Background: an optimization exercise with open tools, aiming at small area, a short achievable clock period and few clock cycles per item. Do not read the settings as production practice. Function was checked by simulation only, so behaviour that the tests miss may differ from the original.

$ cat flow/config.mk
export PLATFORM = sky130hd
export DESIGN_NAME = masked_sbox_pipe
export DESIGN_NICKNAME = masked_sbox_pipe
export VERILOG_FILES = /design/flow/design.v
export SDC_FILE = /design/flow/constraint.sdc
export NUM_CORES = 4
export LEC_CHECK = 0
export ABC_CLOCK_PERIOD_IN_PS = 27000
export CAP_MARGIN = 20
export CORE_MARGIN = 2
export CORE_UTILIZATION = 40
export SLEW_MARGIN = 20
export SYNTH_HIERARCHICAL = 1
$ cat flow/constraint.sdc
create_clock -name core_clock -period 27.0 [get_ports {clk}]
set_input_delay 5.4000 -clock core_clock [delete_from_list [all_inputs] [get_ports {clk}]]
set_output_delay 5.4000 -clock core_clock [all_outputs]
set_load 0.01 [all_outputs]
$ cat flow/design.v
module masked_sbox_pipe (
  input  logic        clk,
  input  logic        rst,
  input  logic        in_valid,
  output logic        in_ready,
  input  logic        in_encrypt,
  input  logic [31:0] in_a,
  input  logic [31:0] in_m,
  input  logic [31:0] in_n,
  input  logic        flush,
  output logic        out_valid,
  input  logic        out_ready,
  output logic [31:0] out_q,
  output logic [31:0] out_n,
  output logic        mask_err
);
  logic        v, err, e_q, ld, zero;
  logic [31:0] t_d, t_q, n_q;
  logic [3:0] ld_l;
  assign ld = ld_l[0];
  rdy_gate u_rdy (.v(v), .r(out_ready), .f(flush), .y(in_ready));
  always_comb begin
    zero = 1'b0;
    for (int i = 0; i < 4; i++)
      zero = zero | (in_m[8*i +: 8] == 8'h00) | (in_n[8*i +: 8] == 8'h00);
  end
  for (genvar i = 0; i < 4; i++) begin : g_lane
    ld_gate  u_ld  (.v(v), .r(out_ready), .y(ld_l[i]));
    sbox_in  u_in  (.a(in_a[8*i +: 8]), .m(in_m[8*i +: 8]), .e(in_encrypt), .t(t_d[8*i +: 8]));
    sbox_out u_out (.tq(t_q[8*i +: 8]), .eq(e_q), .n(n_q[8*i +: 8]), .y(out_q[8*i +: 8]));
  end
  assign out_valid = v;
  assign out_n     = n_q;
  assign mask_err  = err;
  always_ff @(posedge clk or posedge rst) begin
    if (rst) begin
      v   <= 1'b0;
      err <= 1'b0;
    end else if (flush) begin
      v   <= 1'b0;
      err <= 1'b0;
    end else begin
      if (ld) v <= in_valid;
      if (in_valid & ld & zero) err <= 1'b1;
    end
  end
  always_ff @(posedge clk) begin
    if (ld) e_q <= in_encrypt;
  end
  for (genvar i = 0; i < 4; i++) begin : g_reg
    always_ff @(posedge clk) begin
      if (ld_l[i]) begin
        t_q[8*i +: 8] <= t_d[8*i +: 8];
        n_q[8*i +: 8] <= in_n[8*i +: 8];
      end
    end
  end
endmodule
module ld_gate (input logic v, input logic r, output logic y);
  assign y = ~v | r;
endmodule
module rdy_gate (input logic v, input logic r, input logic f, output logic y);
  assign y = (~v | r) & ~f;
endmodule
module sbox_in (
  input  logic [7:0] a,
  input  logic [7:0] m,
  input  logic e,
  output logic [7:0] t
);
  logic s1, s2, s3, s5, s6, s7, s8, s9, s10, s11, s12, s13, s14, s15, s16, s17, s18, s174, s19, s20, s21, s22, s23, s24, s25, s175, s27;
  c_xnor g0 (.a(a[0]), .b(m[0]), .y(s1));
  c_xor g1 (.a(a[1]), .b(m[1]), .y(s2));
  c_xor g2 (.a(a[2]), .b(m[2]), .y(s3));
  c_xor g3 (.a(a[4]), .b(m[4]), .y(s5));
  c_xor g4 (.a(a[5]), .b(m[5]), .y(s6));
  c_xor g5 (.a(a[6]), .b(m[6]), .y(s7));
  c_xor g6 (.a(a[7]), .b(m[7]), .y(s8));
  c_xor g7 (.a(s5), .b(s7), .y(s9));
  c_xnor g8 (.a(s5), .b(s8), .y(s10));
  c_xnor g9 (.a(s7), .b(s10), .y(s11));
  c_xnor g10 (.a(s1), .b(s2), .y(s12));
  c_xor g11 (.a(s9), .b(s12), .y(s13));
  c_xnor g12 (.a(s6), .b(s13), .y(s14));
  c_xor g13 (.a(s5), .b(s14), .y(s15));
  c_xor g14 (.a(s2), .b(s14), .y(s16));
  c_xnor g15 (.a(s10), .b(s16), .y(s17));
  c_xor g16 (.a(s2), .b(s15), .y(s18));
  c_xor g17 (.a(a[3]), .b(m[3]), .y(s174));
  c_xor g18 (.a(s174), .b(s12), .y(s19));
  c_xor g19 (.a(s10), .b(s19), .y(s20));
  c_xor g20 (.a(s7), .b(s19), .y(s21));
  c_xnor g21 (.a(s3), .b(s21), .y(s22));
  c_xor g22 (.a(s3), .b(s8), .y(s23));
  c_xor g23 (.a(s23), .b(s15), .y(s24));
  c_xor g24 (.a(s6), .b(s23), .y(s25));
  c_xnor g25 (.a(s1), .b(s13), .y(s175));
  c_xor g26 (.a(s21), .b(s175), .y(s27));
  c_muxi g27 (.s(e), .a(s15), .b(s9), .y(t[0]));
  c_muxi g28 (.s(e), .a(s17), .b(s21), .y(t[1]));
  c_muxi g29 (.s(e), .a(s24), .b(s10), .y(t[2]));
  c_muxi g30 (.s(e), .a(s16), .b(s13), .y(t[3]));
  c_muxi g31 (.s(e), .a(s18), .b(s27), .y(t[4]));
  c_muxi g32 (.s(e), .a(s22), .b(s14), .y(t[5]));
  c_muxi g33 (.s(e), .a(s20), .b(s11), .y(t[6]));
  c_muxi g34 (.s(e), .a(s1), .b(s25), .y(t[7]));
endmodule
module sbox_out (
  input  logic [7:0] tq,
  input  logic eq,
  input  logic [7:0] n,
  output logic [7:0] y
);
  logic s42, s43, s46, s47, s48, s49, s50, s51, s52, s53, s55, s56, s58, s59, s60, s61, s63, s65, s66, s67, s68, s70, s176, s177, s178, s79, s179, s180, s181, s182, s81, s169, s183, s184, s171, s185, s186, s187, s188, s173, s83, s84, s85, s86, s87, s88, s89, s90, s91, s93, s94, s189, s95, s96, s97, s98, s100, s102, s103, s104, s106, s190, s108, s191, s110, s192, s111, s112, s113, s115, s116, s193, s117, s118, s119, s121, s123, s124, s126, s194, s128, s195, s129, s196, s130, s197, s131, s198, s199, s132, s133, s134, s135, s136, s137, s138, s139, s140, s141, s142, s143, s144, s145, s146, s147, s148, s150, s153, s155, s157, s159, s162, s165, s167;
  logic [3:0] iv0;
  gf16inv h0 (.a({s173, s81, s171, s79}), .y(iv0));
  assign s83 = iv0[0];
  assign s84 = iv0[1];
  assign s85 = iv0[2];
  assign s86 = iv0[3];
  c_xor g0 (.a(tq[4]), .b(tq[0]), .y(s42));
  c_xor g1 (.a(tq[5]), .b(tq[1]), .y(s43));
  c_xor g2 (.a(tq[6]), .b(tq[4]), .y(s46));
  c_xor g3 (.a(tq[7]), .b(tq[5]), .y(s47));
  c_xor g4 (.a(tq[2]), .b(tq[0]), .y(s48));
  c_xor g5 (.a(tq[3]), .b(tq[1]), .y(s49));
  c_xor g6 (.a(s47), .b(s46), .y(s50));
  c_xor g7 (.a(s49), .b(s48), .y(s51));
  c_nand g8 (.a(s50), .b(s51), .y(s52));
  c_nand g9 (.a(s46), .b(s48), .y(s53));
  c_nand g10 (.a(s47), .b(s49), .y(s55));
  c_xor g11 (.a(s55), .b(s52), .y(s56));
  c_xor g12 (.a(tq[7]), .b(tq[6]), .y(s58));
  c_xor g13 (.a(tq[3]), .b(tq[2]), .y(s59));
  c_nand g14 (.a(s58), .b(s59), .y(s60));
  c_nand g15 (.a(tq[6]), .b(tq[2]), .y(s61));
  c_nand g16 (.a(tq[7]), .b(tq[3]), .y(s63));
  c_xor g17 (.a(tq[5]), .b(tq[4]), .y(s65));
  c_xor g18 (.a(tq[1]), .b(tq[0]), .y(s66));
  c_nand g19 (.a(s65), .b(s66), .y(s67));
  c_nand g20 (.a(tq[4]), .b(tq[0]), .y(s68));
  c_nand g21 (.a(tq[5]), .b(tq[1]), .y(s70));
  c_xnor g22 (.a(s68), .b(s42), .y(s176));
  c_xnor g23 (.a(s43), .b(s67), .y(s177));
  c_xor g24 (.a(s176), .b(s177), .y(s178));
  c_xor g25 (.a(s178), .b(s56), .y(s79));
  c_xor g26 (.a(tq[7]), .b(tq[3]), .y(s179));
  c_xnor g27 (.a(s61), .b(s43), .y(s180));
  c_xnor g28 (.a(s179), .b(s60), .y(s181));
  c_xor g29 (.a(s180), .b(s181), .y(s182));
  c_xor g30 (.a(s182), .b(s56), .y(s81));
  c_xor g31 (.a(s53), .b(s55), .y(s169));
  c_xnor g32 (.a(s70), .b(s43), .y(s183));
  c_xnor g33 (.a(s67), .b(s183), .y(s184));
  c_xor g34 (.a(s169), .b(s184), .y(s171));
  c_xor g35 (.a(tq[6]), .b(tq[2]), .y(s185));
  c_xnor g36 (.a(s63), .b(s42), .y(s186));
  c_xnor g37 (.a(s185), .b(s60), .y(s187));
  c_xor g38 (.a(s186), .b(s169), .y(s188));
  c_xor g39 (.a(s187), .b(s188), .y(s173));
  c_xor g44 (.a(s85), .b(s83), .y(s87));
  c_xor g45 (.a(s86), .b(s84), .y(s88));
  c_xor g46 (.a(s88), .b(s87), .y(s89));
  c_nand g47 (.a(s89), .b(s51), .y(s90));
  c_nand g48 (.a(s87), .b(s48), .y(s91));
  c_nand g49 (.a(s88), .b(s49), .y(s93));
  c_xor g50 (.a(s93), .b(s90), .y(s94));
  c_xor g51 (.a(s91), .b(s90), .y(s189));
  c_xor g52 (.a(s94), .b(s189), .y(s95));
  c_xor g53 (.a(s86), .b(s85), .y(s96));
  c_nand g54 (.a(s96), .b(s59), .y(s97));
  c_nand g55 (.a(s85), .b(tq[2]), .y(s98));
  c_nand g56 (.a(s86), .b(tq[3]), .y(s100));
  c_xor g57 (.a(s84), .b(s83), .y(s102));
  c_nand g58 (.a(s102), .b(s66), .y(s103));
  c_nand g59 (.a(s83), .b(tq[0]), .y(s104));
  c_nand g60 (.a(s84), .b(tq[1]), .y(s106));
  c_xor g61 (.a(s104), .b(s103), .y(s190));
  c_xor g62 (.a(s190), .b(s94), .y(s108));
  c_xor g63 (.a(s98), .b(s97), .y(s191));
  c_xor g64 (.a(s191), .b(s94), .y(s110));
  c_xor g65 (.a(s100), .b(s97), .y(s192));
  c_xor g66 (.a(s192), .b(s95), .y(s111));
  c_nand g67 (.a(s89), .b(s50), .y(s112));
  c_nand g68 (.a(s87), .b(s46), .y(s113));
  c_nand g69 (.a(s88), .b(s47), .y(s115));
  c_xor g70 (.a(s115), .b(s112), .y(s116));
  c_xor g71 (.a(s113), .b(s112), .y(s193));
  c_xor g72 (.a(s116), .b(s193), .y(s117));
  c_nand g73 (.a(s96), .b(s58), .y(s118));
  c_nand g74 (.a(s85), .b(tq[6]), .y(s119));
  c_nand g75 (.a(s86), .b(tq[7]), .y(s121));
  c_nand g76 (.a(s102), .b(s65), .y(s123));
  c_nand g77 (.a(s83), .b(tq[4]), .y(s124));
  c_nand g78 (.a(s84), .b(tq[5]), .y(s126));
  c_xor g79 (.a(s124), .b(s123), .y(s194));
  c_xor g80 (.a(s194), .b(s116), .y(s128));
  c_xor g81 (.a(s126), .b(s123), .y(s195));
  c_xor g82 (.a(s195), .b(s117), .y(s129));
  c_xor g83 (.a(s119), .b(s118), .y(s196));
  c_xor g84 (.a(s196), .b(s116), .y(s130));
  c_xor g85 (.a(s121), .b(s118), .y(s197));
  c_xor g86 (.a(s197), .b(s117), .y(s131));
  c_xor g87 (.a(s106), .b(s103), .y(s198));
  c_xor g88 (.a(s198), .b(s95), .y(s199));
  c_xnor g89 (.a(s131), .b(s199), .y(s132));
  c_xnor g90 (.a(s130), .b(s110), .y(s133));
  c_xnor g91 (.a(s128), .b(s133), .y(s134));
  c_xor g92 (.a(s128), .b(s110), .y(s135));
  c_xor g93 (.a(s128), .b(s108), .y(s136));
  c_xnor g94 (.a(s129), .b(s136), .y(s137));
  c_xnor g95 (.a(s130), .b(s137), .y(s138));
  c_xor g96 (.a(s108), .b(s131), .y(s139));
  c_xnor g97 (.a(s129), .b(s139), .y(s140));
  c_xnor g98 (.a(s128), .b(s137), .y(s141));
  c_xor g99 (.a(s111), .b(s135), .y(s142));
  c_xnor g100 (.a(s132), .b(s142), .y(s143));
  c_xnor g101 (.a(s142), .b(s140), .y(s144));
  c_xor g102 (.a(s130), .b(s143), .y(s145));
  c_xor g103 (.a(s108), .b(s134), .y(s146));
  c_xnor g104 (.a(s140), .b(s146), .y(s147));
  c_xnor g105 (.a(s132), .b(s146), .y(s148));
  c_muxi g106 (.s(eq), .a(s140), .b(s111), .y(s150));
  c_xnor g107 (.a(n[0]), .b(s150), .y(y[0]));
  c_muxi g108 (.s(eq), .a(s137), .b(s136), .y(s153));
  c_xnor g109 (.a(n[1]), .b(s153), .y(y[1]));
  c_muxi g110 (.s(eq), .a(s143), .b(s138), .y(s155));
  c_xnor g111 (.a(n[2]), .b(s155), .y(y[2]));
  c_muxi g112 (.s(eq), .a(s147), .b(s144), .y(s157));
  c_xnor g113 (.a(n[3]), .b(s157), .y(y[3]));
  c_muxi g114 (.s(eq), .a(s134), .b(s139), .y(s159));
  c_xnor g115 (.a(n[4]), .b(s159), .y(y[4]));
  c_muxi g116 (.s(eq), .a(s132), .b(s145), .y(s162));
  c_xnor g117 (.a(n[5]), .b(s162), .y(y[5]));
  c_muxi g118 (.s(eq), .a(s133), .b(s148), .y(s165));
  c_xnor g119 (.a(n[6]), .b(s165), .y(y[6]));
  c_muxi g120 (.s(eq), .a(s135), .b(s141), .y(s167));
  c_xnor g121 (.a(n[7]), .b(s167), .y(y[7]));
endmodule
module gf16inv (input logic [3:0] a, output logic [3:0] y);
  logic [3:0] r;
  always_comb begin
    case (a)
      4'd0: r = 4'd0;
      4'd1: r = 4'd4;
      4'd2: r = 4'd12;
      4'd3: r = 4'd8;
      4'd4: r = 4'd1;
      4'd5: r = 4'd10;
      4'd6: r = 4'd14;
      4'd7: r = 4'd13;
      4'd8: r = 4'd3;
      4'd9: r = 4'd11;
      4'd10: r = 4'd5;
      4'd11: r = 4'd9;
      4'd12: r = 4'd2;
      4'd13: r = 4'd7;
      4'd14: r = 4'd6;
      4'd15: r = 4'd15;
      default: r = 4'd0;
    endcase
  end
  assign y[0] = r[0];
  assign y[1] = r[1];
  assign y[2] = r[2];
  assign y[3] = r[3];
endmodule
module c_muxi (input logic s, input logic a, input logic b, output logic y);
  assign y = ~(s ? a : b);
endmodule
module c_nand (input logic a, input logic b, output logic y);
  assign y = ~(a & b);
endmodule
module c_xnor (input logic a, input logic b, output logic y);
  assign y = ~(a ^ b);
endmodule
module c_xor (input logic a, input logic b, output logic y);
  assign y = a ^ b;
endmodule
$ cat flow/flow/run.sh
#!/bin/bash
set -euo pipefail
export BUFFER_PORTS_ARGS="-buffer_cell sky130_fd_sc_hd__buf_1"
export CTS_ARGS="-sink_clustering_enable -repair_clock_nets -dont_use_dummy_load -buf_list sky130_fd_sc_hd__clkbuf_16 -sink_clustering_size 40 -sink_clustering_max_diameter 400 -sink_clustering_levels 1"
bash standard.sh > standard_flow.log 2>&1
$ cat flow/standard.sh
#!/bin/bash
# synth_recipe.tcl (not shown) runs the flow's synth.tcl, then flattens the netlist and writes it again
# the make line also repeats each setting of config.mk as NAME=value (left out here)
make -C /OpenROAD-flow-scripts/flow DESIGN_CONFIG=/design/flow/config.mk WORK_HOME=/design/flow/orfs CLKGATE_MAP_FILE= SYNTH_SCRIPT=/design/flow/synth_recipe.tcl "${@:-finish}"
==> reports/qor.yml, run 1 <==
outcome:
  status: "finished clean"
timing:
  fin_setup_tns_ns: 0
  tightest_slew_ns: 0.9993
  skew_ns: 0.01203
  finalCritPeriodShare_pct: 42.00
  hold_viol_final: 0
  setup_violations: 0
  maxSlewViolCount: 0
  layout_setup_ws_ns: 15.66
  fmax_mhz: 88.18
  rsz0062_at_grt: "false"
  fin_crit_ns: 11.34
  relSlewSlack_pct: 33.38
final_layout:
  n_antenna_cell: 0
  layout_commonest_cell: "xor2_1"
  drive_above_1_share_pct: 2.601
  nFillCells: 1826
  nNetsFinal: 1073
  syn_to_final_growth_pct: 15.26
  utilization_pct: 46.98
  final_cell_mix: "xor2_1, buf_1, xnor2_1, nand2_1, edfxtp_1"
worst_setup_path:
  critPathArrivalTime_ns: 5.94
  critPathMaxFanout: 6
  cp-startpoint: "t_q[11]$_DFFE_PP_"
  cp-start-kind: "register"
  max_stage_delay_ns: 0.50
  path_common_cell: "xor2_1"
  path_cells: "xor2_1 -> xor2_1 -> nand2_1 -> xor2_1 -> xor2_1 -> inv_1 -> ha_1 -> nor2_1 -> o22ai_1 -> xor2_1 -> xor2_1 -> nand2_1 -> xor2_1 -> xor2_1 -> xor2_1 -> xor2_1 -> xnor2_1 -> xor2_1 -> mux2i_1 -> xnor2_1 -> buf_1"
  rrSetupSlack_ns: 25.51
  critPathCaptureType: "primary output"
  rr_endpoint: "t_q[19]$_DFFE_PP_"
  worstRegToRegCells: 1
  critPathRequiredTime_ns: 21.60
  cp_slowest_cell: "edfxtp_1"
  crit_type: "reg -> out"
  r2r-start: "v$_DFFE_PP0P_"
  crit_end: "out_q[13]"
die:
  die_w_um: 141.8
  rows: 50
  io_pins: 169
  die_y_um: 141.8
  start_util_pct: 40.76
  die_area_um2: 20110
  core_area_um2: 18640
placement:
  place_hpwl_um: 14330
  globalplace.congestion: 0.8151
  port_buffers: 168
  dp_slack_ns: 15.69
detailed_routing:
  first_pass_iters: 4
  routed_wl_um: 17080
  route.detailed.drc: 0
  vias: 5712
  drtIter0Drc: 232
  drt-wirelength-per-cell_um: 14.29
  via_per_inst: 4.780
  ant_nets: 0
global_route:
  grt_max_degree: 34
  grt_pass1_wl_um: 27080
  grt_overflow: 0
  grt_pass1_vias: 5506
  gr-usage-all-layers_pct: 17.17
  antenna_found_initial: 0
cts:
  cts_root_buf: "clkbuf_16"
  clk_latency_ns: 0.34
  h-tree-depth: 3
  cts.sinks: 67
  clockBufferDepth: 2
  postCtsSetupBuffers: 0
  clk_pin_slew_ns: 0.06
  numCtsBuffers: 9
  cts_resized: 0
  cts_tree: "yes"
  cts_hold_buf: 0
synth:
  synth_async_sr_flop_share_pct: 2.985
  yosysSeqAreaShare_pct: 26.35
  syn_nets: 893
  ys_ff_latch: 67
  synth_cells: 783
  yosysTopAreaCell: "xor2_1"
  synth_edf_count: 65
  synthesis.area_um2: 7599
  yosysTopAreaCellShare_pct: 34.58
  synth_cell_types: 22
  synth_ff_type: "edfxtp_1"
  syn_area_per_cell_um2: 9.704
  ys_top_cells_by_area: "xor2_1, edfxtp_1, xnor2_1"
  ys_warn_count: 8
run:
  drv_cap: 0
worst_hold_path:
  hold_class: "reg -> reg"
==> routing by layer <==
metal	routed length (um)	GRT usage (%)
met1	7771	22.13
met2	8254	29.76
met3	862	2.734
met4	187	4.947
met5	0	0
==> logic make-up (layout without fill, tap and decap cells) <==
group                    count (synthesis)  count (layout)  synth area share (%)
XOR/XNOR                               440             440                 50.72
AND/OR/NAND/NOR                        157             157                 8.974
multiplexers                            68              68                 9.616
flip-flops                              67              67                 26.35
buffers and inverters                   23             201                 1.136
AO/OA/AOI/OAI                           20              20                 1.893
adder cells (fa/ha/maj)                  8               8                 1.317
==> Yosys stat by module (local to each module, per instance), a selection <==
module / cells inside / cell area, um2
gf16inv: 16 / 120.1
c_muxi: 1 / 10.01
c_xor: 1 / 8.758
c_xnor: 1 / 8.758
ld_gate: 1 / 6.256
masked_sbox_pipe: 101 / 2181
==> registers in the layout, summed over array words and instances (netlist names) <==
register / count
err: 1
e_q: 1
t_q: 32
v: 1
n_q: 32
==> cell usage after synthesis, drive strengths merged, types with 5 or more instances <==
cell type / n
edfxtp: 65
a21oi: 6
nor2: 5
xnor2: 140
nor4: 16
mux2i: 64
xor2: 300
ha: 8
nand2: 117
nand2b: 13
inv: 23
==> through the flow <==
stage | instances | cell area [um2] | hold slack (ns)
floorplan | 783 | 7599 | 0.5596
global placement | 1186 | 8531 | 0.5733
detailed placement | 1186 | 8531 | 0.5831
CTS | 1195 | 8756 | 0.5952
global route | 1195 | 8758 | 0.6243
finish | 1195 | 8758 | 0.5868
==> worst max-delay path: cells and delay by family (launching register included) <==
family | cells | cell delay, ns
DFF | 1 | 0.50
and+or+nand+nor | 3 | 0.28
muxes | 1 | 0.25
adders and majority gates | 1 | 0.31
buffers and inverters | 2 | 0.26
AOI/OAI and AO/OA | 1 | 0.44
xor gates and xnor gates | 13 | 3.55
==> final cells by class <==
class	instances	area (um2)	area share (%)
Multi-Input combinational cell	693	5513	62.94
Sequential cell	67	2002	22.86
Timing Repair Buffer	169	639.4	7.300
Tap cell	234	292.8	3.343
Clock buffer	9	225.2	2.571
Inverter	23	86.33	0.9857
==> worst min-delay path by stage <==
stage / to / startpoint / slack [ns] / depth (start not counted)
after floorplan: err$_DFFE_PP0P_ / err$_DFFE_PP0P_ / 0.56 / 2
after global placement: err$_DFFE_PP0P_ / err$_DFFE_PP0P_ / 0.57 / 2
after detailed placement: err$_DFFE_PP0P_ / err$_DFFE_PP0P_ / 0.58 / 2
after CTS: err$_DFFE_PP0P_ / err$_DFFE_PP0P_ / 0.60 / 2
after global routing: err$_DFFE_PP0P_ / err$_DFFE_PP0P_ / 0.62 / 2
final: err$_DFFE_PP0P_ / err$_DFFE_PP0P_ / 0.59 / 2
Testbench counts, summed over its fixed seeds: cycles 4,104, items 4,096.
==> inputs of run 2 (changes only) <==
==> flow/flow/run.sh (replaced) <==
#!/bin/bash
set -euo pipefail
export BUFFER_PORTS_ARGS="-buffer_cell sky130_fd_sc_hd__buf_1"
export SETUP_SLACK_MARGIN=15.6
export CTS_ARGS="-sink_clustering_enable -repair_clock_nets -dont_use_dummy_load -buf_list sky130_fd_sc_hd__clkbuf_8"
bash standard.sh > standard_flow.log 2>&1
==> run 2 against run 1 <==
Effect of this change:
- area after synthesis stayed put
- setup slack better by 0.039 ns
- clock skew is 0.0024 ns higher
- non-clock buffer count is 2 higher
- core utilization is 1.4 points higher
- wire length is 2.3% higher
==> reports/qor.yml, run 2 <==
outcome:
  status: "finished clean"  # unchanged
detailed_routing:
  routed_wl_um: 17470  # was 17080 um
  drtIter0Drc: 165  # was 232
  drt-wirelength-per-cell_um: 14.59  # was 14.29 um
  via_per_inst: 4.776  # was 4.780
  vias: 5717  # was 5712
  ant_nets: 0  # unchanged
  route.detailed.drc: 0  # unchanged
  first_pass_iters: 4  # unchanged
timing:
  setup_violations: 0  # unchanged
  rsz0062_at_grt: "true"  # was false
  whs_ns: 0.5846  # was 0.5868 ns
  maxSlewViolCount: 0  # unchanged
  tightest_slew_ns: 1.016  # was 0.9993 ns
  fin_crit_ns: 11.30  # was 11.34 ns
  finalCritPeriodShare_pct: 41.86  # was 42.00%
  hold_viol_final: 0  # unchanged
  fin_setup_tns_ns: 0  # unchanged
  skew_ns: 0.01440  # was 0.01203 ns
  fmax_mhz: 88.48  # was 88.18 MHz
  relSlewSlack_pct: 32.26  # was 33.38%
global_route:
  grt_pass1_wl_um: 27040  # was 27080 um
  gr-usage-all-layers_pct: 17.15  # was 17.17%
  antenna_found_initial: 0  # unchanged
  grt_overflow: 0  # unchanged
  grt_pass1_vias: 5506  # unchanged
  grt_max_degree: 34  # unchanged
synth:
  syn_area_per_cell_um2: 9.704  # unchanged
  synth_most_common_cell: "xor2_1"  # unchanged
  ys_top_cells_by_area: "xor2_1, edfxtp_1, xnor2_1"  # unchanged
  yosysTopAreaCell: "xor2_1"  # unchanged
  synth_async_sr_flop_share_pct: 2.985  # unchanged
  synth_edf_count: 65  # unchanged
  yosysSeqAreaShare_pct: 26.35  # unchanged
  synth_ff_type: "edfxtp_1"  # unchanged
  ys_ff_latch: 67  # unchanged
  yosysTopAreaCellShare_pct: 34.58  # unchanged
  netlist_top_cells_count: "xor2_1, xnor2_1, nand2_1, edfxtp_1, mux2i_1"  # unchanged
  syn_nets: 893  # unchanged
  synthesis.area_um2: 7599  # unchanged
  synth_cells: 783  # unchanged
  synth_cell_types: 22  # unchanged
  ys_warn_count: 8  # unchanged
cts:
  cts_tree: "yes"  # unchanged
  clk_latency_ns: 0.36  # was 0.34 ns
  clockBufferDepth: 2  # unchanged
  cts_root_buf: "clkbuf_8"  # was clkbuf_16
  numCtsBuffers: 9  # unchanged
  cts.sinks: 67  # unchanged
  cts_hold_buf: 0  # unchanged
  clk_pin_slew_ns: 0.07  # was 0.06 ns
  h-tree-depth: 3  # unchanged
die:
  die_w_um: 141.8  # unchanged
  io_pins: 169  # unchanged
  rows: 50  # unchanged
  start_util_pct: 40.76  # unchanged
  die_y_um: 141.8  # unchanged
  die_area_um2: 20110  # unchanged
  core_area_um2: 18640  # unchanged
worst_setup_path:
  cp-start-kind: "input port"  # was register
  critPathRequiredTime_ns: 21.60  # about the same
  crit_type: "in -> out"  # was reg -> out
  critPathMaxFanout: 5  # was 6
  rrSetupSlack_ns: 25.49  # was 25.51 ns
  critPathCaptureType: "primary output"  # unchanged
  critPathArrivalTime_ns: 5.90  # was 5.94 ns
final_layout:
  nNetsFinal: 1075  # was 1073
  n_antenna_cell: 0  # unchanged
  drive_above_1_share_pct: 7.477  # was 2.601%
  reg_top3: "n_q (32), t_q (32)"  # unchanged
  layout_commonest_cell: "xor2_1"  # unchanged
  syn_to_final_growth_pct: 18.74  # was 15.26%
  final_cell_mix: "xor2_1, buf_1, xnor2_1, nand2_1, edfxtp_1"  # unchanged
  utilization_pct: 48.40  # was 46.98%
worst_hold_path:
  hold_class: "reg -> reg"  # unchanged
placement:
  globalplace.congestion: 0.8151  # unchanged
  place_hpwl_um: 14330  # unchanged
  port_buffers: 168  # unchanged
run:
  drv_cap: 0  # unchanged
run 2: final cells by class:
class                      instances  area, um2
timing repair buffer             171      654.4
fill                            1806       9620
clock buffer                       9      123.9
multi-input combinational        693       5863
inverter                          23      86.33
tap                              234      292.8
sequential                        67       2002
run 2: repair_timing:
| item | 4_1_cts | 5_1_grt |
|---|---|---|
| setup buffers | 0 | 2 |
| resized for setup | 0 | 47 |
| hold endpoints to repair | 0 | 0 |
| endpoints found under the setup margin | 0 | 27 |
run 2: logic make-up after synthesis:
| logic type | after synthesis | share of synthesized area (%) |
|---|---|---|
| compound gates | 20 | 1.893 |
| simple gates | 157 | 8.974 |
| flops | 67 | 26.35 |
| mux | 68 | 9.616 |
| fa+ha+maj | 8 | 1.317 |
| buf+inv | 23 | 1.136 |
| xor+xnor | 440 | 50.72 |
run 2: path summary, 6_finish.rpt:
kind                                       from                 to  depth (start not counted)
worst min register to register  err$_DFFE_PP0P_    err$_DFFE_PP0P_                          2
max in group asynchronous                   rst      v$_DFFE_PP0P_                          2
min in group asynchronous                   rst    err$_DFFE_PP0P_                          2
worst min-delay path            err$_DFFE_PP0P_    err$_DFFE_PP0P_                          2
worst max-delay path                  out_ready           in_ready                          4
worst max register to register    v$_DFFE_PP0P_  t_q[19]$_DFFE_PP_                          1
run 2: metrics by stage:
step	std cells	setup slack [ns]	instance area, um2
2_1_floorplan	783	16.02	7599
3_3_place_gp	1186	15.69	8531
3_5_place_dp	1186	15.69	8531
4_1_cts	1195	15.64	8655
5_1_grt	1197	15.53	9022
6_report	1197	15.70	9022
run 2: Yosys stat by module, one instance, submodules excluded, excerpt:
module | cells inside | times used | flops+latches
c_xor | 1 | 300 | 0
c_xnor | 1 | 140 | 0
rdy_gate | 2 | 1 | 0
masked_sbox_pipe | 101 | 1 | 67
ld_gate | 1 | 4 | 0
gf16inv | 16 | 4 | 0
c_muxi | 1 | 64 | 0
c_nand | 1 | 108 | 0
run 2: critical path, stage by stage:
cell,delay (ns)
buf_1,0.14
inv_1,0.07
a21oi_2,0.13
buf_1,0.17
run 2: per-layer routing:
| layer | vias to the layer above | global-route usage [%] | share of wire (%) |
|---|---|---|---|
| met3 | 12 | 2.632 | 4.6 |
| met2 | 149 | 29.76 | 49 |
| met1 | 2656 | 22.13 | 45 |
| met4 | 0 | 4.947 | 1.2 |
| li1 | 2900 | - | - |
| met5 | - | 0 | 0 |
==> inputs of run 3 (changes only) <==
==> flow/flow/run.sh (replaced) <==
#!/bin/bash
set -euo pipefail
export BUFFER_PORTS_ARGS="-buffer_cell sky130_fd_sc_hd__buf_1"
export CTS_ARGS="-sink_clustering_enable -repair_clock_nets -dont_use_dummy_load -buf_list sky130_fd_sc_hd__clkbuf_8"
bash standard.sh > standard_flow.log 2>&1
--- a/flow/config.mk
+++ b/flow/config.mk
@@ -9,5 +9,6 @@
 export CAP_MARGIN = 20
 export CORE_MARGIN = 2
-export CORE_UTILIZATION = 40
+export CORE_UTILIZATION = 75
+export PLACE_DENSITY = 0.85
 export SLEW_MARGIN = 20
 export SYNTH_HIERARCHICAL = 1
==> run 3 against run 2 <==
Effect of this change:
- register-to-register slack worse by 0.21 ns
- first-iteration DRC count up 78%
- critical path type is now reg -> out
- die area down 46%
- highest routed layer unchanged
- via count up 6.2%
- final cell count down 8.6%
- core utilization up 38 points
- non-clock buffer count down 2
- flip-flop and latch count unchanged
- count of clock-buffer cells in the layout unchanged
==> reports/qor.yml, run 3 <==
outcome:
  status: "finished clean"  # unchanged
synth:
  synth_cell_types: 22  # unchanged
  yosysSeqAreaShare_pct: 26.35  # unchanged
  netlist_top_cells_count: "xor2_1, xnor2_1, nand2_1, edfxtp_1, mux2i_1"  # unchanged
  syn_area_per_cell_um2: 9.704  # unchanged
  synth_cells: 783  # unchanged
  synthesis.area_um2: 7599  # unchanged
  synth_async_sr_flop_share_pct: 2.985  # unchanged
  synth_edf_count: 65  # unchanged
  yosysTopAreaCell: "xor2_1"  # unchanged
  ys_ff_latch: 67  # unchanged
  yosysTopAreaCellShare_pct: 34.58  # unchanged
  synth_most_common_cell: "xor2_1"  # unchanged
  synth_ff_type: "edfxtp_1"  # unchanged
  ys_warn_count: 8  # unchanged
  ys_top_cells_by_area: "xor2_1, edfxtp_1, xnor2_1"  # unchanged
  syn_nets: 893  # unchanged
timing:
  tightest_slew_ns: 1.083  # was 1.016 ns
  skew_ns: 0.01608  # was 0.01440 ns
  rsz0062_at_grt: "false"  # was true
  finalCritPeriodShare_pct: 42.94  # was 41.86%
  fin_crit_ns: 11.59  # was 11.30 ns
  fmax_mhz: 86.26  # was 88.48 MHz
  setup_violations: 0  # unchanged
  relSlewSlack_pct: 27.83  # was 32.26%
  fin_setup_tns_ns: 0  # unchanged
  maxSlewViolCount: 0  # unchanged
  hold_viol_final: 0  # unchanged
cts:
  clockBufferDepth: 2  # unchanged
  cts_hold_buf: 0  # unchanged
  cts_tree: "yes"  # unchanged
  cts.sinks: 67  # unchanged
  cts_resized: 0  # unchanged
  clk_pin_slew_ns: 0.06  # was 0.07 ns
  clk_latency_ns: 0.35  # was 0.36 ns
  postCtsSetupBuffers: 0  # unchanged
  h-tree-depth: 3  # unchanged
  numCtsBuffers: 9  # unchanged
  cts_root_buf: "clkbuf_8"  # unchanged
placement:
  dpl_cell_area_um2: 8404  # was 8531 um2
  place_hpwl_um: 14430  # was 14330 um
  globalplace.congestion: 0.9878  # was 0.8151
  port_buffers: 168  # unchanged
die:
  core_area_um2: 9819  # was 18640 um2
  io_pins: 169  # unchanged
  rows: 36  # was 50
  die_area_um2: 10950  # was 20110 um2
  die_w_um: 104.7  # was 141.8 um
  die_y_um: 104.7  # was 141.8 um
  start_util_pct: 77.38  # was 40.76%
detailed_routing:
  routed_wl_um: 17500  # was 17470 um
  first_pass_iters: 5  # was 4
  vias: 6069  # was 5717
  ant_nets: 0  # unchanged
  via_per_inst: 5.548  # was 4.776
  drt-wirelength-per-cell_um: 16.00  # was 14.59 um
  route.detailed.drc: 0  # unchanged
  drtIter0Drc: 293  # was 165
final_layout:
  n_antenna_cell: 0  # unchanged
  nNetsFinal: 1073  # was 1075
  reg_top3: "n_q (32), t_q (32)"  # unchanged
  layout_commonest_cell: "xor2_1"  # unchanged
  final_cell_mix: "xor2_1, buf_1, xnor2_1, nand2_1, edfxtp_1"  # unchanged
  syn_to_final_growth_pct: 12.23  # was 18.74%
  utilization_pct: 86.85  # was 48.40%
  drive_above_1_share_pct: 2.497  # was 7.477%
  final_area_um2: 8528  # was 9022 um2
worst_setup_path:
  cp-start-kind: "register"  # was input port
  crit_type: "reg -> out"  # was in -> out
  critPathMaxFanout: 6  # was 5
  critPathCaptureType: "primary output"  # unchanged
  critPathRequiredTime_ns: 21.60  # about the same
  critPathArrivalTime_ns: 6.19  # was 5.90 ns
global_route:
  grt_pass1_vias: 6334  # was 5506
  grt_overflow: 0  # unchanged
  antenna_found_initial: 0  # unchanged
  grt_pass1_wl_um: 28350  # was 27040 um
  grt_max_degree: 34  # unchanged
  gr-usage-all-layers_pct: 32.26  # was 17.15%
worst_hold_path:
  hold_class: "reg -> reg"  # unchanged
run:
  drv_cap: 0  # unchanged
[run 3: changes by cell type in the layout (fill, tap and decap cells not counted), moves of 2 or more]
cell / change
buf_4: -2
o22ai_2: -4
o221ai_2: -4
xor2_2: -32
xnor2_2: -3
o22ai_1: +4
xor2_1: +34
o221ai_1: +4
xnor2_1: +3
xor2_4: -2
[run 3: layer usage]
layer | GRT usage (%) | part of all wire, % | routed length (um)
met1 | 33.68 | 38 | 6577
met2 | 62.93 | 54 | 9462
met3 | 6.238 | 5.8 | 1017
met4 | 12.48 | 2.5 | 443
met5 | 0 | 0 | 0
[run 3: Yosys stat by module (local to each module, per instance), excerpt]
module	area, um2	flops+latches	cells	times used
masked_sbox_pipe	2181	67	101	1
gf16inv	120.1	0	16	4
rdy_gate	12.51	0	2	1
c_muxi	10.01	0	1	64
c_xnor	8.758	0	1	140
c_xor	8.758	0	1	300
ld_gate	6.256	0	1	4
c_nand	3.754	0	1	108
[run 3: logic make-up after synthesis]
group,synth area share [%]
simple gates,8.974
fa+ha+maj,1.317
compound gates,1.893
flops,26.35
buf+inv,1.136
xor+xnor,50.72
mux,9.616
[run 3: worst paths after layout]
check,cells past startpoint,endpoint,start,slack [ns]
max reg2reg,5,err$_DFFE_PP0P_,v$_DFFE_PP0P_,25.28
max,21,out_q[21],t_q[20]$_DFFE_PP_,15.41
min reg2reg,2,err$_DFFE_PP0P_,err$_DFFE_PP0P_,0.59
min in group asynchronous,2,v$_DFFE_PP0P_,rst,4.86
max in group asynchronous,2,err$_DFFE_PP0P_,rst,22.02
min,2,err$_DFFE_PP0P_,err$_DFFE_PP0P_,0.59
[run 3: critical path, stage by stage (launching register included)]
cell	delay, ns
edfxtp_1	0.48
xor2_1	0.34
xor2_1	0.26
nand2_1	0.10
xor2_1	0.25
xor2_1	0.38
inv_1	0.09
ha_1	0.31
nor2_1	0.06
o22ai_1	0.45
xor2_1	0.35
xor2_1	0.24
nand2_1	0.13
xor2_1	0.42
xor2_1	0.46
xor2_1	0.30
xor2_1	0.33
xnor2_1	0.21
xor2_1	0.19
mux2i_1	0.10
xnor2_1	0.21
buf_1	0.18
[run 3: cell type report]
cell class	count	area (um2)
multi-input combinational	693	5510
fill	530	1291
timing repair buffer	169	639.4
clock buffer	9	123.9
inverter	23	86.33
sequential	67	2002
tap	133	166.4
[run 3: metrics by stage]
| stage | hold slack, ns | instances | setup WS, ns |
|---|---|---|---|
| 2_1_floorplan | 0.5596 | 783 | 16.02 |
| 3_3_place_gp | 0.5474 | 1085 | 15.76 |
| 3_5_place_dp | 0.5789 | 1085 | 15.73 |
| 4_1_cts | 0.5920 | 1094 | 15.54 |
| 5_1_grt | 0.6203 | 1094 | 15.06 |
| 6_report | 0.5879 | 1094 | 15.41 |
==> inputs of run 4 (changes only) <==
--- a/flow/config.mk
+++ b/flow/config.mk
@@ -9,6 +9,5 @@
 export CAP_MARGIN = 20
 export CORE_MARGIN = 2
-export CORE_UTILIZATION = 75
-export PLACE_DENSITY = 0.85
+export CORE_UTILIZATION = 60
 export SLEW_MARGIN = 20
 export SYNTH_HIERARCHICAL = 1
==> run 4 against run 3 <==
Effect of this change:
- worst hold slack got worse by 0.043 ns
- non-clock buffer count did not move
- die area rose by 24%
- critical endpoint is now out_q[29]
- largest cell class unchanged
==> reports/qor.yml, run 4 <==
synth:
  synth_cells: 783  # unchanged
  synth_xor_area_share_pct: 50.72  # unchanged
  synth_edf_count: 65  # unchanged
  synthSimpleGateAreaFrac_pct: 8.974  # unchanged
  synth-compound-area-share_pct: 1.894  # unchanged
  synth_mux_area_share_pct: 9.616  # unchanged
  yosysTopAreaCell: "xor2_1"  # unchanged
  netlist_top_cells_count: "xor2_1, xnor2_1, nand2_1, edfxtp_1, mux2i_1"  # unchanged
  yosysTopAreaCellShare_pct: 34.58  # unchanged
  synth_ff_type: "edfxtp_1"  # unchanged
  yosysSeqAreaShare_pct: 26.35  # unchanged
  synthesis.area_um2: 7599  # unchanged
  ys_ff_latch: 67  # unchanged
  ys_warn_count: 8  # unchanged
  synth_async_sr_flop_share_pct: 2.985  # unchanged
  synth_cell_types: 22  # unchanged
  synth_most_common_cell: "xor2_1"  # unchanged
  ys_top_cells_by_area: "xor2_1, edfxtp_1, xnor2_1"  # unchanged
  syn_area_per_cell_um2: 9.704  # unchanged
  syn_nets: 893  # unchanged
  synth_top_family_by_area: "XOR/XNOR gates"  # unchanged
  synthAdderAreaFrac_pct: 1.317  # unchanged
die:
  start_util_pct: 60.96  # was 77.38%
  io_pins: 169  # unchanged
  die_area_um2: 13580  # was 10950 um2
  rows: 41  # was 36
  die_w_um: 116.5  # was 104.7 um
  core_area_um2: 12470  # was 9819 um2
  die_y_um: 116.5  # was 104.7 um
placement:
  globalplace.congestion: 0.9135  # was 0.9878
  port_buffers: 168  # unchanged
  dpl_cell_area_um2: 8453  # was 8404 um2
  place_hpwl_um: 14570  # was 14430 um
detailed_routing:
  first_pass_iters: 5  # unchanged
  drtIter0Drc: 250  # was 293
  met2_length_um: 9034  # was 9462 um
  vias: 5841  # was 6069
  met3WireLength_um: 676  # was 1017 um
  routed_wl_um: 17160  # was 17500 um
  highest_layer: "met4"  # unchanged
  via_per_inst: 5.155  # was 5.548
  route.detailed.drc: 0  # unchanged
  ant_nets: 0  # unchanged
  drt-wirelength-per-cell_um: 15.14  # was 16.00 um
  wl_met1_um: 7235  # was 6577 um
global_route:
  grt_max_degree: 34  # unchanged
  grt_pass1_wl_um: 26610  # was 28350 um
  antenna_found_initial: 0  # unchanged
  gr-usage-all-layers_pct: 25.19  # was 32.26%
  grt_overflow: 0  # unchanged
  grt_pass1_vias: 5865  # was 6334
worst_setup_path:
  cp-start-kind: "register"  # unchanged
  critPathCaptureType: "primary output"  # unchanged
  path_delay_family: "XOR/XNOR gates"  # unchanged
  cp.buffers_inverters: 2  # unchanged
  crit_type: "reg -> out"  # unchanged
  path_common_cell: "xor2_1"  # unchanged
  r2r-start: "v$_DFFE_PP0P_"  # unchanged
  cp-startpoint: "t_q[28]$_DFFE_PP_"  # was t_q[20]$_DFFE_PP_
  max_stage_delay_ns: 0.50  # was 0.48 ns
  worstRegToRegCells: 5  # unchanged
  critPathRequiredTime_ns: 21.60  # about the same
  critPathArrivalTime_ns: 6.01  # was 6.19 ns
  crit_cells: 21  # unchanged
  rr_endpoint: "err$_DFFE_PP0P_"  # unchanged
  rrSetupSlack_ns: 25.29  # was 25.28 ns
  critPathMaxFanout: 6  # unchanged
  crit_end: "out_q[29]"  # was out_q[21]
  path_cells: "xor2_1 -> xor2_1 -> nand2_1 -> xor2_1 -> xor2_1 -> inv_1 -> ha_1 -> nor2_1 -> o22ai_1 -> xor2_1 -> xor2_1 -> nand2_1 -> xor2_1 -> xor2_1 -> xor2_1 -> xor2_1 -> xnor2_1 -> xor2_1 -> mux2i_1 -> xnor2_1 -> buf_1"  # unchanged
  cp_slowest_cell: "edfxtp_1"  # unchanged
final_layout:
  drive_above_1_share_pct: 2.497  # unchanged
  utilization_pct: 68.80  # was 86.85%
  layout_commonest_cell: "xor2_1"  # unchanged
  n_antenna_cell: 0  # unchanged
  final_cell_mix: "xor2_1, buf_1, xnor2_1, nand2_1, edfxtp_1"  # unchanged
  syn_to_final_growth_pct: 12.88  # was 12.23%
  reg_top3: "n_q (32), t_q (32)"  # unchanged
  nNetsFinal: 1073  # unchanged
  final_area_um2: 8577  # was 8528 um2
cts:
  postCtsSetupBuffers: 0  # unchanged
  cts_tree: "yes"  # unchanged
  clk_latency_ns: 0.35  # about the same
  cts.sinks: 67  # unchanged
  clockBufferDepth: 2  # unchanged
  numCtsBuffers: 9  # unchanged
  clk_pin_slew_ns: 0.07  # was 0.06 ns
  cts_resized: 0  # unchanged
  h-tree-depth: 3  # unchanged
  cts_root_buf: "clkbuf_8"  # unchanged
  cts_hold_buf: 0  # unchanged
timing:
  finalCritPeriodShare_pct: 42.26  # was 42.94%
  setup_violations: 0  # unchanged
  hold_viol_final: 0  # unchanged
  whs_ns: 0.5450  # was 0.5879 ns
  rsz0062_at_grt: "false"  # unchanged
  fin_crit_ns: 11.41  # was 11.59 ns
  skew_ns: 0.01911  # was 0.01608 ns
  tightest_slew_ns: 1.057  # was 1.083 ns
  relSlewSlack_pct: 29.56  # was 27.83%
  maxSlewViolCount: 0  # unchanged
  fin_setup_tns_ns: 0  # unchanged
  fmax_mhz: 87.65  # was 86.26 MHz
worst_hold_path:
  worstHoldPathCells: 2  # unchanged
  hold_class: "reg -> reg"  # unchanged
outcome:
  status: "finished clean"  # unchanged
run:
  drv_cap: 0  # unchanged
run 4: cell counts after synthesis:
Identical to the previous run, type by type.
run 4: final cells by class:
cell class | count | area [um2]
fill | 1067 | 3889
inverter | 23 | 86.33
tap | 172 | 215.2
timing repair buffer | 169 | 639.4
multi-input combinational | 693 | 5510
sequential | 67 | 2002
clock buffer | 9 | 123.9
run 4: metal layers:
metal  track usage, %  vias up
met5                0        -
met4            8.078        0
met3            3.425       15
met2            48.14      145
met1            28.88     2763
li1                 -     2918
run 4: per-stage QoR:
step / setup WS [ns] / std cells
floorplan: 16.02 / 783
CTS: 15.58 / 1133
global route: 15.08 / 1133
finish: 15.59 / 1133
detailed placement: 15.72 / 1124
global placement: 15.76 / 1124
run 4: worst min path at each step:
stage / from / endpoint / slack [ns]
after CTS: err$_DFFE_PP0P_ / err$_DFFE_PP0P_ / 0.55
after global placement: err$_DFFE_PP0P_ / err$_DFFE_PP0P_ / 0.53
after global routing: err$_DFFE_PP0P_ / err$_DFFE_PP0P_ / 0.61
after detailed placement: err$_DFFE_PP0P_ / err$_DFFE_PP0P_ / 0.53
final: err$_DFFE_PP0P_ / err$_DFFE_PP0P_ / 0.54
after floorplan: err$_DFFE_PP0P_ / err$_DFFE_PP0P_ / 0.56
run 4: tightest hold or removal path, cell delays in order, from the launching register on:
cell     delay, ns
dfrtp_1       0.38
inv_1         0.05
o21ai_0       0.07
run 4: logic make-up (layout without fill, tap and decap cells):
| logic type | count (synthesis) | count (layout) |
|---|---|---|
| fa+ha+maj | 8 | 8 |
| xor+xnor | 440 | 440 |
| flops | 67 | 67 |
| buf+inv | 23 | 201 |
| mux | 68 | 68 |
| simple gates | 157 | 157 |
| compound gates | 20 | 20 |
run 4: per-module statistics from Yosys, one instance, submodules excluded, a selection:
module	cell area, um2	cells inside	times used
c_muxi	10.01	1	64
masked_sbox_pipe	2181	101	1
c_xor	8.758	1	300
ld_gate	6.256	1	4
rdy_gate	12.51	2	1
gf16inv	120.1	16	4
==> inputs of run 5 (changes only) <==
--- a/flow/config.mk
+++ b/flow/config.mk
@@ -6,8 +6,8 @@
 export NUM_CORES = 4
 export LEC_CHECK = 0
-export ABC_CLOCK_PERIOD_IN_PS = 27000
+export ABC_CLOCK_PERIOD_IN_PS = 1000
 export CAP_MARGIN = 20
 export CORE_MARGIN = 2
-export CORE_UTILIZATION = 60
+export CORE_UTILIZATION = 40
 export SLEW_MARGIN = 20
 export SYNTH_HIERARCHICAL = 1
==> run 5 against run 4 <==
Effect of this change:
- largest cell class unchanged
- wire length decreased by 0.13%
- non-clock buffer count unchanged
- still clean on timing, DRC and antenna
- via count decreased by 1.8%
==> reports/qor.yml, run 5 <==
worst_setup_path:
  cp-start-kind: "register"  # unchanged
  crit_type: "reg -> out"  # unchanged
  cp_slowest_cell: "edfxtp_1"  # unchanged
  critPathMaxFanout: 6  # unchanged
  path_common_cell: "xor2_1"  # unchanged
  cp.buffers_inverters: 2  # unchanged
  critPathCaptureType: "primary output"  # unchanged
  critPathArrivalTime_ns: 5.99  # was 6.01 ns
  path_delay_family: "XOR/XNOR gates"  # unchanged
  path_cells: "xor2_1 -> xor2_1 -> nand2_1 -> xor2_1 -> xor2_1 -> inv_1 -> ha_1 -> nor2_1 -> o22ai_1 -> xor2_1 -> xor2_1 -> nand2_1 -> xor2_1 -> xor2_1 -> xor2_1 -> xor2_1 -> xnor2_1 -> xor2_1 -> mux2i_1 -> xnor2_1 -> buf_1"  # unchanged
  critPathRequiredTime_ns: 21.60  # about the same
  max_stage_delay_ns: 0.50  # about the same
synth:
  synth_cell_types: 22  # unchanged
  netlist_top_cells_count: "xor2_1, xnor2_1, nand2_1, edfxtp_1, mux2i_1"  # unchanged
  synth_ff_type: "edfxtp_1"  # unchanged
  syn_nets: 893  # unchanged
  synth_most_common_cell: "xor2_1"  # unchanged
  synthesis.area_um2: 7599  # unchanged
  ys_top_cells_by_area: "xor2_1, edfxtp_1, xnor2_1"  # unchanged
  synth_edf_count: 65  # unchanged
  yosysTopAreaCell: "xor2_1"  # unchanged
  yosysTopAreaCellShare_pct: 34.58  # unchanged
  ys_ff_latch: 67  # unchanged
  syn_area_per_cell_um2: 9.704  # unchanged
  yosysSeqAreaShare_pct: 26.35  # unchanged
  synth_async_sr_flop_share_pct: 2.985  # unchanged
  ys_warn_count: 8  # unchanged
  synth_cells: 783  # unchanged
final_layout:
  reg_top3: "n_q (32), t_q (32)"  # unchanged
  drive_above_1_share_pct: 2.601  # was 2.497%
  n_antenna_cell: 0  # unchanged
  final_cell_mix: "xor2_1, buf_1, xnor2_1, nand2_1, edfxtp_1"  # unchanged
  nNetsFinal: 1073  # unchanged
  nFillCells: 1842  # was 1067
  layout_commonest_cell: "xor2_1"  # unchanged
  syn_to_final_growth_pct: 13.93  # was 12.88%
global_route:
  grt_overflow: 0  # unchanged
  antenna_found_initial: 0  # unchanged
  grt_max_degree: 34  # unchanged
  grt_pass1_wl_um: 27040  # was 26610 um
  gr-usage-all-layers_pct: 17.15  # was 25.19%
  grt_pass1_vias: 5506  # was 5865
cts:
  h-tree-depth: 3  # unchanged
  clk_latency_ns: 0.36  # was 0.35 ns
  cts_root_buf: "clkbuf_8"  # unchanged
  cts_hold_buf: 0  # unchanged
  numCtsBuffers: 9  # unchanged
  clk_pin_slew_ns: 0.08  # was 0.07 ns
  cts_resized: 0  # unchanged
  cts_tree: "yes"  # unchanged
  cts.sinks: 67  # unchanged
  clockBufferDepth: 2  # unchanged
  postCtsSetupBuffers: 0  # unchanged
timing:
  skew_ns: 0.01472  # was 0.01911 ns
  fin_setup_tns_ns: 0  # unchanged
  tightest_slew_ns: 1.005  # was 1.057 ns
  finalCritPeriodShare_pct: 42.20  # was 42.26%
  fin_crit_ns: 11.39  # was 11.41 ns
  rsz0062_at_grt: "false"  # unchanged
  maxSlewViolCount: 0  # unchanged
  whs_ns: 0.5892  # was 0.5450 ns
  hold_viol_final: 0  # unchanged
  relSlewSlack_pct: 32.98  # was 29.56%
  setup_violations: 0  # unchanged
  fmax_mhz: 87.77  # was 87.65 MHz
detailed_routing:
  via_per_inst: 4.801  # was 5.155
  routed_wl_um: 17140  # was 17160 um
  route.detailed.drc: 0  # unchanged
  first_pass_iters: 4  # was 5
  wl_met1_um: 7864  # was 7235 um
  met3WireLength_um: 861  # was 676 um
  highest_layer: "met4"  # unchanged
  ant_nets: 0  # unchanged
  met2_length_um: 8214  # was 9034 um
  drtIter0Drc: 222  # was 250
  drt-wirelength-per-cell_um: 14.34  # was 15.14 um
  vias: 5737  # was 5841
outcome:
  status: "finished clean"  # unchanged
die:
  die_w_um: 141.8  # was 116.5 um
  rows: 50  # was 41
  die_y_um: 141.8  # was 116.5 um
  core_area_um2: 18640  # was 12470 um2
  die_area_um2: 20110  # was 13580 um2
  start_util_pct: 40.76  # was 60.96%
  io_pins: 169  # unchanged
run:
  drv_cap: 0  # unchanged
placement:
  port_buffers: 168  # unchanged
  globalplace.congestion: 0.8151  # was 0.9135
  place_hpwl_um: 14330  # was 14570 um
worst_hold_path:
  hold_class: "reg -> reg"  # unchanged
run 5: changes by cell type in the layout (fill, tap and decap cells not counted), sizes merged:
| cell | previous run | this run |
|---|---|---|
| buf | 168 | 169 |
| clkbuf | 10 | 9 |
run 5: worst paths after layout:
| check | slack (ns) | end | cells past startpoint | startpoint |
|---|---|---|---|---|
| min in group asynchronous | 4.85 | err$_DFFE_PP0P_ | 2 | rst |
| max in group asynchronous | 22.03 | v$_DFFE_PP0P_ | 2 | rst |
| hold reg to reg | 0.59 | err$_DFFE_PP0P_ | 2 | err$_DFFE_PP0P_ |
| setup / recovery | 15.61 | out_q[13] | 21 | t_q[15]$_DFFE_PP_ |
| setup reg to reg | 25.49 | t_q[19]$_DFFE_PP_ | 1 | v$_DFFE_PP0P_ |
| hold / removal | 0.59 | err$_DFFE_PP0P_ | 2 | err$_DFFE_PP0P_ |
run 5: logic make-up after synthesis:
kind of cell | synth area share [%]
XOR/XNOR | 50.72
AND/OR/NAND/NOR | 8.974
multiplexers | 9.616
flip-flops | 26.35
buffers and inverters | 1.136
AO/OA/AOI/OAI | 1.893
adder cells (fa/ha/maj) | 1.317
run 5: stage by stage:
step | area (um2) | utilization, % | instances | setup slack, ns
after CTS | 8655 | 46.42 | 1195 | 15.64
after global placement | 8531 | 45.76 | 1186 | 15.69
after floorplan | 7599 | - | 783 | 16.02
final | 8657 | 46.44 | 1195 | 15.61
after detailed placement | 8531 | 45.76 | 1186 | 15.69
after global routing | 8657 | 46.44 | 1195 | 15.06
run 5: layout make-up:
type | count | area [um2] | share of cell area (%)
clock buffer | 9 | 123.9 | 1.431
sequential | 67 | 2002 | 23.12
multi-input combinational | 693 | 5513 | 63.68
timing repair buffer | 169 | 639.4 | 7.385
inverter | 23 | 86.33 | 0.9973
tap | 234 | 292.8 | 3.382
run 5: metal layers:
metal | track usage (%) | vias to the layer above
met2 | 29.76 | 177
met1 | 22.13 | 2627
li1 | - | 2922
met3 | 2.632 | 11
met5 | 0 | -
met4 | 4.947 | 0
run 5: worst min-delay path, cell delays in order (launching register included):
cell     delay [ns]
dfrtp_1        0.39
inv_1          0.06
o21ai_0        0.09
run 5: per-module statistics from Yosys (local to each module, per instance), excerpt:
module            cells  flip-flops and latches  copies in the design
c_muxi                1                       0                    64
c_nand                1                       0                   108
c_xor                 1                       0                   300
ld_gate               1                       0                     4
masked_sbox_pipe    101                      67                     1
rdy_gate              2                       0                     1
==> inputs of run 6 (changes only) <==
--- a/flow/config.mk
+++ b/flow/config.mk
@@ -6,5 +6,5 @@
 export NUM_CORES = 4
 export LEC_CHECK = 0
-export ABC_CLOCK_PERIOD_IN_PS = 1000
+export ABC_CLOCK_PERIOD_IN_PS = 4000
 export CAP_MARGIN = 20
 export CORE_MARGIN = 2
==> run 6 against run 5 <==
Effect of this change:
- setup slack is the same
- critical path depth unchanged
- non-clock buffer count did not move
- count of clock-buffer cells in the layout is the same
- wire length unchanged
==> reports/qor.yml, run 6 <==
outcome:
  status: "finished clean"  # unchanged
timing:
  finalCritPeriodShare_pct: 42.20  # unchanged
  fin_setup_tns_ns: 0  # unchanged
  skew_ns: 0.01472  # unchanged
  whs_ns: 0.5892  # unchanged
  relSlewSlack_pct: 32.98  # unchanged
  setup_violations: 0  # unchanged
  fmax_mhz: 87.77  # unchanged
  maxSlewViolCount: 0  # unchanged
  fin_crit_ns: 11.39  # unchanged
  hold_viol_final: 0  # unchanged
  layout_setup_ws_ns: 15.61  # unchanged
  tightest_slew_ns: 1.005  # unchanged
  rsz0062_at_grt: "false"  # unchanged
synth:
  netlist_top_cells_count: "xor2_1, xnor2_1, nand2_1, edfxtp_1, mux2i_1"  # unchanged
  synth_mux_area_share_pct: 9.616  # unchanged
  synth_top_family_by_area: "XOR/XNOR gates"  # unchanged
  synth_async_sr_flop_share_pct: 2.985  # unchanged
  synth_edf_count: 65  # unchanged
  yosysTopAreaCell: "xor2_1"  # unchanged
  ys_ff_latch: 67  # unchanged
  yosysTopAreaCellShare_pct: 34.58  # unchanged
  ys_warn_count: 8  # unchanged
  synth_cells: 783  # unchanged
  syn_nets: 893  # unchanged
  ys_top_cells_by_area: "xor2_1, edfxtp_1, xnor2_1"  # unchanged
  synth_cell_types: 22  # unchanged
  synth_ff_type: "edfxtp_1"  # unchanged
  synthSimpleGateAreaFrac_pct: 8.974  # unchanged
  syn_area_per_cell_um2: 9.704  # unchanged
  synthAdderAreaFrac_pct: 1.317  # unchanged
  synthesis.area_um2: 7599  # unchanged
  yosysSeqAreaShare_pct: 26.35  # unchanged
  synth-compound-area-share_pct: 1.894  # unchanged
  synth_xor_area_share_pct: 50.72  # unchanged
  synth_most_common_cell: "xor2_1"  # unchanged
placement:
  place_hpwl_um: 14330  # unchanged
  globalplace.congestion: 0.8151  # unchanged
  port_buffers: 168  # unchanged
  dp_slack_ns: 15.69  # unchanged
die:
  die_y_um: 141.8  # unchanged
  rows: 50  # unchanged
  start_util_pct: 40.76  # unchanged
  core_area_um2: 18640  # unchanged
  die_w_um: 141.8  # unchanged
  die_area_um2: 20110  # unchanged
  io_pins: 169  # unchanged
final_layout:
  final_cell_mix: "xor2_1, buf_1, xnor2_1, nand2_1, edfxtp_1"  # unchanged
  syn_to_final_growth_pct: 13.93  # unchanged
  reg_top3: "n_q (32), t_q (32)"  # unchanged
  nFillCells: 1842  # unchanged
  drive_above_1_share_pct: 2.601  # unchanged
  utilization_pct: 46.44  # unchanged
  n_antenna_cell: 0  # unchanged
  layout_commonest_cell: "xor2_1"  # unchanged
  nNetsFinal: 1073  # unchanged
detailed_routing:
  vias: 5737  # unchanged
  drt-wirelength-per-cell_um: 14.34  # unchanged
  ant_nets: 0  # unchanged
  routed_wl_um: 17140  # unchanged
  route.detailed.drc: 0  # unchanged
  via_per_inst: 4.801  # unchanged
  drtIter0Drc: 222  # unchanged
  first_pass_iters: 4  # unchanged
worst_setup_path:
  critPathCaptureType: "primary output"  # unchanged
  rrSetupSlack_ns: 25.49  # about the same
  cp_slowest_cell: "edfxtp_1"  # unchanged
  worstRegToRegCells: 1  # unchanged
  critPathArrivalTime_ns: 5.99  # about the same
  crit_type: "reg -> out"  # unchanged
  path_cells: "xor2_1 -> xor2_1 -> nand2_1 -> xor2_1 -> xor2_1 -> inv_1 -> ha_1 -> nor2_1 -> o22ai_1 -> xor2_1 -> xor2_1 -> nand2_1 -> xor2_1 -> xor2_1 -> xor2_1 -> xor2_1 -> xnor2_1 -> xor2_1 -> mux2i_1 -> xnor2_1 -> buf_1"  # unchanged
  max_stage_delay_ns: 0.50  # about the same
  path_common_cell: "xor2_1"  # unchanged
  path_delay_family: "XOR/XNOR gates"  # unchanged
  r2r-start: "v$_DFFE_PP0P_"  # unchanged
  critPathRequiredTime_ns: 21.60  # about the same
  cp.buffers_inverters: 2  # unchanged
  crit_cells: 21  # unchanged
  cp-start-kind: "register"  # unchanged
  cp-startpoint: "t_q[15]$_DFFE_PP_"  # unchanged
  critPathMaxFanout: 6  # unchanged
cts:
  clk_pin_slew_ns: 0.08  # about the same
  clockBufferDepth: 2  # unchanged
  cts_tree: "yes"  # unchanged
  h-tree-depth: 3  # unchanged
  clk_latency_ns: 0.36  # about the same
  cts_hold_buf: 0  # unchanged
  numCtsBuffers: 9  # unchanged
  cts.sinks: 67  # unchanged
  postCtsSetupBuffers: 0  # unchanged
  cts_resized: 0  # unchanged
  cts_root_buf: "clkbuf_8"  # unchanged
global_route:
  grt_pass1_wl_um: 27040  # unchanged
  antenna_found_initial: 0  # unchanged
  grt_overflow: 0  # unchanged
  gr-usage-all-layers_pct: 17.15  # unchanged
  grt_pass1_vias: 5506  # unchanged
  grt_max_degree: 34  # unchanged
worst_hold_path:
  hold_class: "reg -> reg"  # unchanged
  hold_start: "err$_DFFE_PP0P_"  # unchanged
  worstHoldPathCells: 2  # unchanged
run:
  drv_cap: 0  # unchanged
==> run 6: cells by family (layout without fill, tap and decap cells) <==
| kind of cell | after synthesis | count (layout) |
|---|---|---|
| fa+ha+maj | 8 | 8 |
| mux | 68 | 68 |
| simple gates | 157 | 157 |
| buf+inv | 23 | 201 |
| flops | 67 | 67 |
| xor+xnor | 440 | 440 |
| compound gates | 20 | 20 |
==> run 6: final timing paths <==
path	end
setup / recovery	out_q[13]
hold / removal	err$_DFFE_PP0P_
setup reg to reg	t_q[19]$_DFFE_PP_
hold reg to reg	err$_DFFE_PP0P_
max in group asynchronous	v$_DFFE_PP0P_
min in group asynchronous	err$_DFFE_PP0P_
==> run 6: through the flow <==
step	instances	instance area [um2]
2_1_floorplan	783	7599
3_3_place_gp	1186	8531
3_5_place_dp	1186	8531
4_1_cts	1195	8655
5_1_grt	1195	8657
6_report	1195	8657
==> run 6: layer usage <==
metal / track usage (%) / part of all wire, % / vias up
met4: 4.947 / 1.1 / 0
met2: 29.76 / 48 / 177
met5: 0 / 0 / -
met1: 22.13 / 46 / 2627
met3: 2.632 / 5.0 / 11
li1: - / - / 2922
==> run 6: final cells by class <==
cell class                 instances  area, um2  share of cell area, %
sequential                        67       2002                  23.12
inverter                          23      86.33                 0.9973
clock buffer                       9      123.9                  1.431
timing repair buffer             169      639.4                  7.385
tap                              234      292.8                  3.382
multi-input combinational        693       5513                  63.68
==> run 6: per-module statistics from Yosys (local to each module, per instance), a selection <==
module	flip-flops and latches	cells inside	copies in the design	area [um2]
rdy_gate	0	2	1	12.51
ld_gate	0	1	4	6.256
c_muxi	0	1	64	10.01
c_nand	0	1	108	3.754
c_xnor	0	1	140	8.758
gf16inv	0	16	4	120.1
masked_sbox_pipe	67	101	1	2181
c_xor	0	1	300	8.758

-- afterwards: timing with drivers on the ports --
The results above use ideal ports. As a check the final layouts listed here were re-extracted and re-timed, cells and wires unchanged.
Step 1 sets driving cells, clkbuf_16 on the clock port and buf_2 on the other inputs (assumed; they add their load-dependent delay and slew).
Step 2 moves the port delays by t, midway between the first and last clock arrival at a register: inputs arrive t later, outputs are due t later. That takes back most of the time a late clock gives input paths.
a / b / c = no drivers / after step 1 / after step 2; a / b = the first two.
run | t, ns | setup WS [ns] | worst setup path after step 2 | worst data-port slew with drivers (ns) | cell pins on the clock port's net
run 1 | 0.374 | 15.659 / 15.619 / 15.670 | input to output | 0.05 | 1
run 2 | 0.395 | 15.698 / 15.672 / 15.672 | input to output | 0.05 | 1
run 3 | 0.377 | 15.407 / 15.371 / 15.703 | input to output | 0.05 | 1
run 4 | 0.381 | 15.591 / 15.555 / 15.698 | input to output | 0.05 | 1
run 5 | 0.394 | 15.606 / 15.572 / 15.673 | input to output | 0.05 | 1
run 6 | 0.394 | 15.606 / 15.572 / 15.673 | input to output | 0.05 | 1
After both steps every run listed still meets setup and hold. The setup slack of run 2, which loses most, moves by -0.026 ns with the drivers and by -0.026 ns with both steps.
